Source: an optimization exercise on an open RTL-to-GDS flow (aim: small area, a short achievable clock period and few clock cycles per item). Production flows keep margins and buffers that such runs may drop.
The RTL of this run was laid out without a check of its function.
Power is estimated from default activity; no workload was simulated.

===== design/flow/design.v =====
package srsw_pkg;
    localparam int SEQ_COUNT = 32;
    localparam int SEQ_W     = 5;
    localparam int BLOCK_W   = 24;
    localparam int HI_W      = BLOCK_W - SEQ_W;    
    localparam int WSIZE_W   = 5;
    localparam int TIMEOUT_W = 10;
    localparam int TIMER_W   = 11;
    localparam int CFG_IDX_W = 1;
    localparam int CFG_W     = 10;
    localparam logic [CFG_IDX_W-1:0] REG_WINDOW_SIZE = 1'd0;
    localparam logic [CFG_IDX_W-1:0] REG_TIMEOUT     = 1'd1;
    localparam logic OP_ACK  = 1'b0;
    localparam logic OP_TICK = 1'b1;
endpackage
module srsw_cell (
    input  logic       clk,
    input  logic       live,       
    input  logic [9:0] n1,         
    input  logic [9:0] n0,
    input  logic       tz,         
    input  logic       rmode,      
    input  logic       rfirst,     
    input  logic       do_tick,    
    input  logic       do_mark,    
    input  logic       hit,        
    input  logic       fresh,      
    output logic       pend,       
    output logic       exp,        
    output logic       acked
);
    logic [10:0] timer;
    logic [10:0] t_next;
    logic        ge;
    logic        acked_r;
    logic        eq;
    logic        inc;
    logic        clr;
    assign pend  = live & ~acked_r;
    assign exp   = pend & ge;
    assign acked = acked_r;
    assign inc   = do_tick & pend;
    assign clr   = fresh | hit;
    always_comb
    begin
        logic c;
        eq = 1'b1;
        for (int i = 0; i < 10; i++)
        begin
            eq = eq & (timer[i] ? n1[i] : n0[i]);
        end
        c = inc;
        for (int i = 0; i < 10; i++)
        begin
            t_next[i] = ~clr & (timer[i] ^ c);
            c         = c & timer[i];
        end
        t_next[10] = ~clr & (timer[10] | c);
    end
    always_ff @(posedge clk)
    begin
        timer <= t_next;
        if (clr)
        begin
            ge <= tz;
        end
        else if (inc || rmode)
        begin
            ge <= (rfirst ? timer[10] : ge) | eq;
        end
        acked_r <= ~fresh & (acked_r | (do_mark & live));
    end
endmodule
module selective_repeat_sender_window_top (
    input  logic                                 clk,
    input  logic                                 rst_n,
    input  logic                                 start,
    output logic                                 busy,
    input  logic [5:0]                           item,      
    input  logic                                 cfg_we,
    input  logic [srsw_pkg::CFG_IDX_W-1:0]       cfg_idx,
    input  logic [srsw_pkg::CFG_W-1:0]           cfg_data,
    output logic                                 result_valid,
    output logic [29:0]                          result     
);
    localparam int N  = srsw_pkg::SEQ_COUNT;
    localparam int SW = srsw_pkg::SEQ_W;
    localparam int HW = srsw_pkg::HI_W;
    function automatic logic [6:0] penc64(input logic [63:0] x);
        logic [63:0]      v;
        logic [63:0][5:0] ix;
        v  = x;
        ix = '0;
        for (int l = 0; l < 6; l++)
        begin
            for (int j = 0; j < (64 >> (l + 1)); j++)
            begin
                ix[j] = v[2*j] ? ix[2*j] : (ix[2*j+1] | 6'(1 << l));
                v[j]  = v[2*j] | v[2*j+1];
            end
        end
        penc64 = {v[0], ix[0]};
    endfunction
    logic          v0;
    logic          op0;
    logic [SW-1:0] s0;
    always_ff @(posedge clk or negedge rst_n)
    begin
        if (!rst_n)
        begin
            v0 <= 1'b0;
        end
        else
        begin
            v0 <= start && !busy_reg;
        end
    end
    always_ff @(posedge clk)
    begin
        op0 <= item[5];
        s0  <= item[4:0];
    end
    assign busy = busy_reg;
    logic [SW-1:0] base_reg;
    logic [SW-1:0] nxt_reg;
    logic [HW-1:0] hi_reg;
    logic [4:0]    ws_reg;
    logic [9:0]    to_reg;       
    logic          tz_reg;       
    logic [3:0]    rstep;        
    logic [3:0]    rstep_next;
    logic          busy_reg;
    logic [9:0]    n1_reg;       
    logic [9:0]    n0_reg;
    logic [9:0]    n1_next;
    logic [9:0]    n0_next;
    logic          rmode;
    logic          rfirst;
    logic          rv_reg;
    logic [29:0]   res_reg;
    logic do_tick, do_ack;
    assign do_tick = v0 && op0;
    assign do_ack  = v0 && !op0;
    logic [N-1:0] ge_b, gt_b, lt_n, live;
    logic [N-1:0] pend, expd, ackd;
    logic [N-1:0] hit, fresh, mark;
    logic         nwrap;
    always_comb
    begin
        for (int p = 0; p < N; p++)
        begin
            ge_b[p] = SW'(p) >= base_reg;
            lt_n[p] = SW'(p) < nxt_reg;
        end
        gt_b  = {ge_b[N-2:0], 1'b0};
        nwrap = nxt_reg < base_reg;
        live  = nwrap ? (ge_b | lt_n) : (ge_b & lt_n);
    end
    for (genvar p = 0; p < N; p++)
    begin : g_slot
        srsw_cell u_cell (
            .clk     (clk),
            .live    (live[p]),
            .n1      (n1_reg),
            .n0      (n0_reg),
            .tz      (tz_reg),
            .rmode   (rmode),
            .rfirst  (rfirst),
            .do_tick (do_tick),
            .do_mark (mark[p]),
            .hit     (hit[p]),
            .fresh   (fresh[p]),
            .pend    (pend[p]),
            .exp     (expd[p]),
            .acked   (ackd[p])
        );
    end
    logic [6:0]    tsel;
    logic          any_e;
    logic          fwrap;
    logic [SW-1:0] fseq;
    logic [SW-1:0] cnt;
    logic          room;
    logic [N-1:0]  zs;
    logic [6:0]    zsel;
    logic          slide;
    always_comb
    begin
        tsel  = penc64({expd, expd & ge_b});
        any_e = tsel[6];
        fwrap = tsel[5];
        fseq  = tsel[4:0];
        cnt   = nxt_reg - base_reg;
        room  = cnt < ws_reg;
        zs    = ~(ackd & live);
        zsel  = penc64({zs, zs & gt_b});
        slide = do_ack && (s0 == base_reg) && (cnt != '0);
        for (int p = 0; p < N; p++)
        begin
            hit[p]   = do_tick && any_e && (fseq == SW'(p));
            fresh[p] = do_tick && !any_e && room && (nxt_reg == SW'(p));
            mark[p]  = do_ack && (s0 == SW'(p));
        end
    end
    assign rmode  = rstep >= 4'd2;
    assign rfirst = rstep == 4'd2;
    always_comb
    begin
        logic [9:0] r;
        if (rstep == 4'd1)
        begin
            rstep_next = (base_reg != nxt_reg) ? 4'd2 : 4'd0;
        end
        else if (rstep == 4'd12 || rstep == 4'd0)
        begin
            rstep_next = 4'd0;
        end
        else
        begin
            rstep_next = rstep + 4'd1;
        end
        r = to_reg - 10'd1;
        n1_next = r;
        n0_next = ~r;
        if (rstep_next == 4'd12)
        begin
            n1_next = to_reg;
            n0_next = ~to_reg;
        end
        else if (rstep_next >= 4'd2)
        begin
            for (int j = 0; j < 10; j++)
            begin
                if (j > 11 - int'(rstep_next))
                begin
                    n1_next[j] = to_reg[j];
                    n0_next[j] = ~to_reg[j];
                end
                else if (j == 11 - int'(rstep_next))
                begin
                    n1_next[j] = ~to_reg[j];
                    n0_next[j] = 1'b0;
                end
                else
                begin
                    n1_next[j] = 1'b1;
                    n0_next[j] = 1'b1;
                end
            end
        end
    end
    always_ff @(posedge clk)
    begin
        n1_reg <= n1_next;
        n0_reg <= n0_next;
    end
    logic [HW-1:0] hi_inc;
    assign hi_inc = hi_reg + HW'(1);
    always_ff @(posedge clk or negedge rst_n)
    begin
        if (!rst_n)
        begin
            base_reg    <= '0;
            nxt_reg     <= '0;
            hi_reg      <= '0;
            ws_reg      <= 5'd7;
            to_reg      <= 10'd20;
            tz_reg      <= 1'b0;
            rstep       <= 4'd0;
            busy_reg    <= 1'b0;
            rv_reg      <= 1'b0;
        end
        else
        begin
            rv_reg <= do_tick && (any_e || room);
            if (do_tick && !any_e && room)
            begin
                nxt_reg <= nxt_reg + SW'(1);
            end
            if (slide)
            begin
                base_reg <= zsel[4:0];
                if (zsel[5])
                begin
                    hi_reg <= hi_inc;
                end
            end
            rstep <= rstep_next;
            if (rstep == 4'd1)
            begin
                busy_reg <= base_reg != nxt_reg;
            end
            else if (rstep_next == 4'd12)
            begin
                busy_reg <= 1'b0;
            end
            if (cfg_we)
            begin
                if (cfg_idx == srsw_pkg::REG_WINDOW_SIZE)
                begin
                    ws_reg <= cfg_data[4:0];
                end
                else
                begin
                    to_reg   <= cfg_data;
                    tz_reg   <= cfg_data == '0;
                    rstep    <= 4'd1;
                    busy_reg <= (base_reg != nxt_reg) || v0;
                end
            end
        end
    end
    always_ff @(posedge clk)
    begin
        if (any_e)
        begin
            res_reg <= {fseq, (fwrap ? hi_inc : hi_reg), fseq, 1'b1};
        end
        else
        begin
            res_reg <= {nxt_reg, (nwrap ? hi_inc : hi_reg), nxt_reg, 1'b0};
        end
    end
    assign result_valid = rv_reg;
    assign result       = res_reg;
endmodule

===== design/flow/flow/run.sh =====
#!/bin/bash
export SETUP_SLACK_MARGIN=6.5
bash standard.sh > standard.log 2>&1

===== design/flow/standard.sh =====
#!/bin/bash
# synth_recipe.tcl (not shown) runs the flow's synth.tcl, then flattens the netlist and writes it again
# the make line also repeats each setting of config.mk as NAME=value (left out here)
make -C /OpenROAD-flow-scripts/flow DESIGN_CONFIG=/design/flow/config.mk WORK_HOME=/design/flow/orfs CLKGATE_MAP_FILE= SYNTH_SCRIPT=/design/flow/synth_recipe.tcl "${@:-finish}"

===== design/flow/config.mk =====
export PLATFORM = sky130hd
export DESIGN_NAME = selective_repeat_sender_window_top
export DESIGN_NICKNAME = selective_repeat_sender_window_top
export VERILOG_FILES = /design/flow/design.v
export SDC_FILE = /design/flow/constraint.sdc
export NUM_CORES = 4
export LEC_CHECK = 0
export CAP_MARGIN = 20
export CORE_MARGIN = 2
export CORE_UTILIZATION = 60
export PLACE_DENSITY = 0.75
export SLEW_MARGIN = 20

===== design/flow/constraint.sdc =====
create_clock -name core_clock -period 10.0 [get_ports {clk}]
set_input_delay 2.0000 -clock core_clock [delete_from_list [all_inputs] [get_ports {clk}]]
set_output_delay 2.0000 -clock core_clock [all_outputs]
set_load 0.01 [all_outputs]

==> flow_summary_export.csv <==
group,metric,value,unit
grt,antenna_found_initial,6,
worst_setup_path,critPathTopFamily,"simple AND/OR/NAND/NOR gates",
worst_hold_path,whs_endpoint,"g_slot[21].u_cell.timer[10]",
worst_setup_path,reg2reg_depth,17,
synth,yosysMostFrequentCell,"dfxtp_1",
timing,setup_ws,5150,ps
timing,tightest_slew,1360,ps
timing,fin_skew,39.5,ps
power,pwr-share-clk,13.3,%
grt,grt_pass1_wl,180,mm
synth,yosysSeqAreaShare,35.6,%
clock_tree,cts_buffers,55,
power,p_comb_share,69.2,%
flow_run,drv_cap,0,
synth,avgSynthCellArea,9.52,sq um
worst_hold_path,whs_path_depth,1,
power,p_int,8.30,mW
worst_setup_path,critPathMaxStageDelay,470,ps
grt,grt_start_max_net_pins,53,
timing,min_period,4850,ps
power,power.share.switching,47.2,%
finish,antenna_cells,0,
grt,grt_pass1_vias,29600,
synth,netlist_instances,3238,
clock_tree,path_clk_slew,60,ps
synth,synth_cell_types,103,
worst_hold_path,hp-start,"g_slot[21].u_cell.timer[10]",
power,seqPwrFrac,17.5,%
finish,final_nets,3985,
worst_setup_path,crit_buf_inv,5,
power,ir_worst_vdd,512,uV
synth,synthesis.nets,3605,
synth,syn_area,30800,sq um
place,dp_cells,3825,
finish,drive_gt1_share,36.0,%
drt,wirelength,132,mm
worst_setup_path,critical_path_class,"reg -> reg",
synth,yosysTopAreaCell,"dfxtp_1",
synth,ys_seq_elements,519,
die,die_w,231,um
die,die_y,231,um
place,dp_hpwl,71.1,mm
grt,grt_usage,44.7,%
clock_tree,cts_tree,"yes",
worst_setup_path,r2r_start,"nxt_reg[1]",
power,p_leak,18.5,nW
power,total_power,15.7,mW
drt,vias_per_cell,6.94,
timing,fin_crit_sh,48.5,%
clock_tree,cts_root_buf,"clkbuf_16",
clock_tree,htreeDepth,2,
place,place.gp.congestion,1.06,
clock_tree,holdBufCountCts,0,
worst_setup_path,cp_data_required_time,10390,ps
timing,report.final.slew_viol_count,0,
place,place.port_buffers,52,
synth,ys_warn_count,2,
timing,fmax,0.206,GHz
drt,firstDrtPassIters,8,
die,io_pins,53,
finish,top_register,"g_slot.u_cell.timer",
grt,overflow,0,
worst_setup_path,reg2reg_to,"g_slot[19].u_cell.ge",
finish,stdcell_count,4344,
timing,rsz0062_at_grt,"yes",
worst_setup_path,slowest_stage,"fa_1",
worst_hold_path,hold_path.class,"reg -> reg",
die,num_rows,83,
finish,area_growth,36.9,%
drt,via_count,30200,
clock_tree,worstSkewPairLatency,660,ps
timing,tns,0,ps
synth,synth-edff-count,32,
die,core,51100,sq um
synth,synth-async-reset-ratio,10.0,%
timing,final-setup-viol-count,0,
power,p_switching,7.43,mW
clock_tree,clock-sinks,519,
drt,drtIter0Drc,3531,
die,start_util,60.3,%
worst_setup_path,critPathLaunchType,"flip-flop",
synth,yosys-top-cells-count,"dfxtp_1 (435), ha_1 (345), and2_1 (340), mux2i_1 (288), nor2_1 (287)",
place,place_ws,3150,ps
synth,ys.flop_type,"dfxtp_1",
worst_setup_path,path_max_fanout,17,
drt,drcViolationCount,0,
timing,whs,458,ps
finish,reg.largest.list,"g_slot.u_cell.timer x352, g_slot.u_cell.acked_r x32, g_slot.u_cell.ge x32",
clock_tree,clock_path_buffers,3,
worst_setup_path,path_cells,"buf_4, bufbuf_16, fa_1, a21o_1, a21oi_1, xnor2_1, ha_1, o21ai_0, nand2_1, nor3_4, buf_4, buf_6, buf_6, nand3_4, nor3_4, a21oi_4, mux2_2",
timing,slew_headroom,9.25,%
synth,synth_area_leaders,"dfxtp_1 (28%), ha_1 (14%), mux2i_1 (9.4%)",
finish,largest_reg_flops,352,
power,powerDensity,373,nW/um^2
worst_setup_path,cp.arrival,5240,ps
worst_setup_path,r2r_setup_slack,5150,ps
drt,drtAntennaViolNets,0,
status,status,"finished clean",
die,die_area,53200,sq um
synth,yosysTopAreaCellShare,28.3,%
drt,post_drt_wl_per_cell,30.5,um
timing,hold_viol,0,
worst_setup_path,crit_path_end_kind,"flip-flop",
-- per-layer routing --
layer / routed length (um) / vias up / track usage [%] / share of wire (%)
met3: 15100 / 971 / 11.7 / 11
met1: 46100 / 14400 / 52.1 / 35
met2: 58300 / 2284 / 71.7 / 44
met5: 56 / - / 0 / 0.042
met4: 12900 / 8 / 31.1 / 9.8
li1: - / 12500 / - / -
-- layout by cell type (no fill, tap or decap), types with 27 or more instances in the layout --
master	synthesis	layout
a21oi_1	82	66
a31oi_1	62	40
and2_1	340	104
and2_4	0	235
and3_1	28	27
buf_12	0	41
buf_4	15	211
buf_6	5	182
clkbuf_16	0	57
clkdlybuf4s50_1	0	35
dfrtp_1	47	37
dfxtp_1	435	435
edfxtp_1	32	32
ha_1	345	248
ha_2	0	62
ha_4	0	35
inv_1	33	28
mux2_2	83	65
mux2i_1	288	288
nand2_1	166	136
nand2b_1	59	56
nand3_1	59	54
nand3b_1	34	34
nor2_1	287	249
nor2_4	0	27
nor2b_1	32	32
o2111ai_1	33	33
o21a_1	41	40
o21ai_0	95	84
xnor2_1	41	28
-- through the flow --
step	util [%]	cell area (sq um)
CTS	77.9	39800
finish	82.6	42200
floorplan	-	31600
global route	82.6	42200
detailed placement	63.2	32300
global placement	63.2	32300
-- worst max-delay path by stage --
stage	startpoint	to	slack [ps]	depth (start not counted)
global route	nxt_reg[1]	g_slot[19].u_cell.ge	5110	17
finish	nxt_reg[1]	g_slot[19].u_cell.ge	5150	17
floorplan	nxt_reg[0]	g_slot[6].u_cell.ge	5710	18
CTS	nxt_reg[1]	g_slot[23].u_cell.ge	5500	17
detailed placement	base_reg[3]	g_slot[24].u_cell.ge	3150	14
global placement	base_reg[3]	g_slot[24].u_cell.ge	3260	14
-- power groups by stage --
| stage | logic, mW | clock network (mW) | registers (mW) |
|---|---|---|---|
| 2_1_floorplan | 4.12 | 0 | 2.63 |
| 3_3_place_gp | 5.76 | 0 | 2.74 |
| 3_5_place_dp | 5.83 | 0 | 2.75 |
| 4_1_cts | 9.03 | 2.06 | 2.71 |
| 5_1_grt | 11.0 | 2.17 | 2.75 |
| 6_report | 10.9 | 2.09 | 2.75 |
-- layout make-up --
type | count | area, sq um
multi-input combinational | 2497 | 22800
inverter | 34 | 159
timing repair buffer | 511 | 5560
fill | 2704 | 8890
tap | 680 | 851
sequential | 519 | 11000
clock inverter | 25 | 223
clock buffer | 78 | 1580
-- repair_timing --
action	CTS	global route
endpoints found under the setup margin	534	517
setup buffers	265	114
gates cloned	29	8
pin swaps	250	247
resized for setup	668	394
-- cell families (layout without fill, tap and decap cells) --
family | after synthesis | count (layout) | synth area share, %
simple gates | 1162 | 1164 | 20.1
mux | 371 | 371 | 12.4
fa+ha+maj | 347 | 347 | 14.1
flops | 519 | 519 | 35.6
xor+xnor | 50 | 50 | 1.42
buf+inv | 226 | 648 | 3.27
compound gates | 563 | 565 | 13.1

[afterwards: timing with drivers on the ports]
Ports are ideal in the flow. The routed layout listed here was re-timed in OpenROAD. Step 1, drivers: a clkbuf_16 drives clk and a buf_2 each remaining input, both assumed. Step 2 moves the port delays by t, midway between the first and last clock arrival at a register: inputs arrive t later, outputs are due t later. That takes back most of the time a late clock gives input paths. Slacks: ideal ports / drivers / drivers and shift; pairs: ideal ports / drivers.
t, ns: 0.701
slack for setup (ns): 5.154 / 5.154 / 5.154
worst data-port slew with drivers (ns): 0.05
After both steps this run still meets setup and hold. For this run, drivers alone change the setup slack by 0.000 ns; drivers and shift together by 0.000 ns.
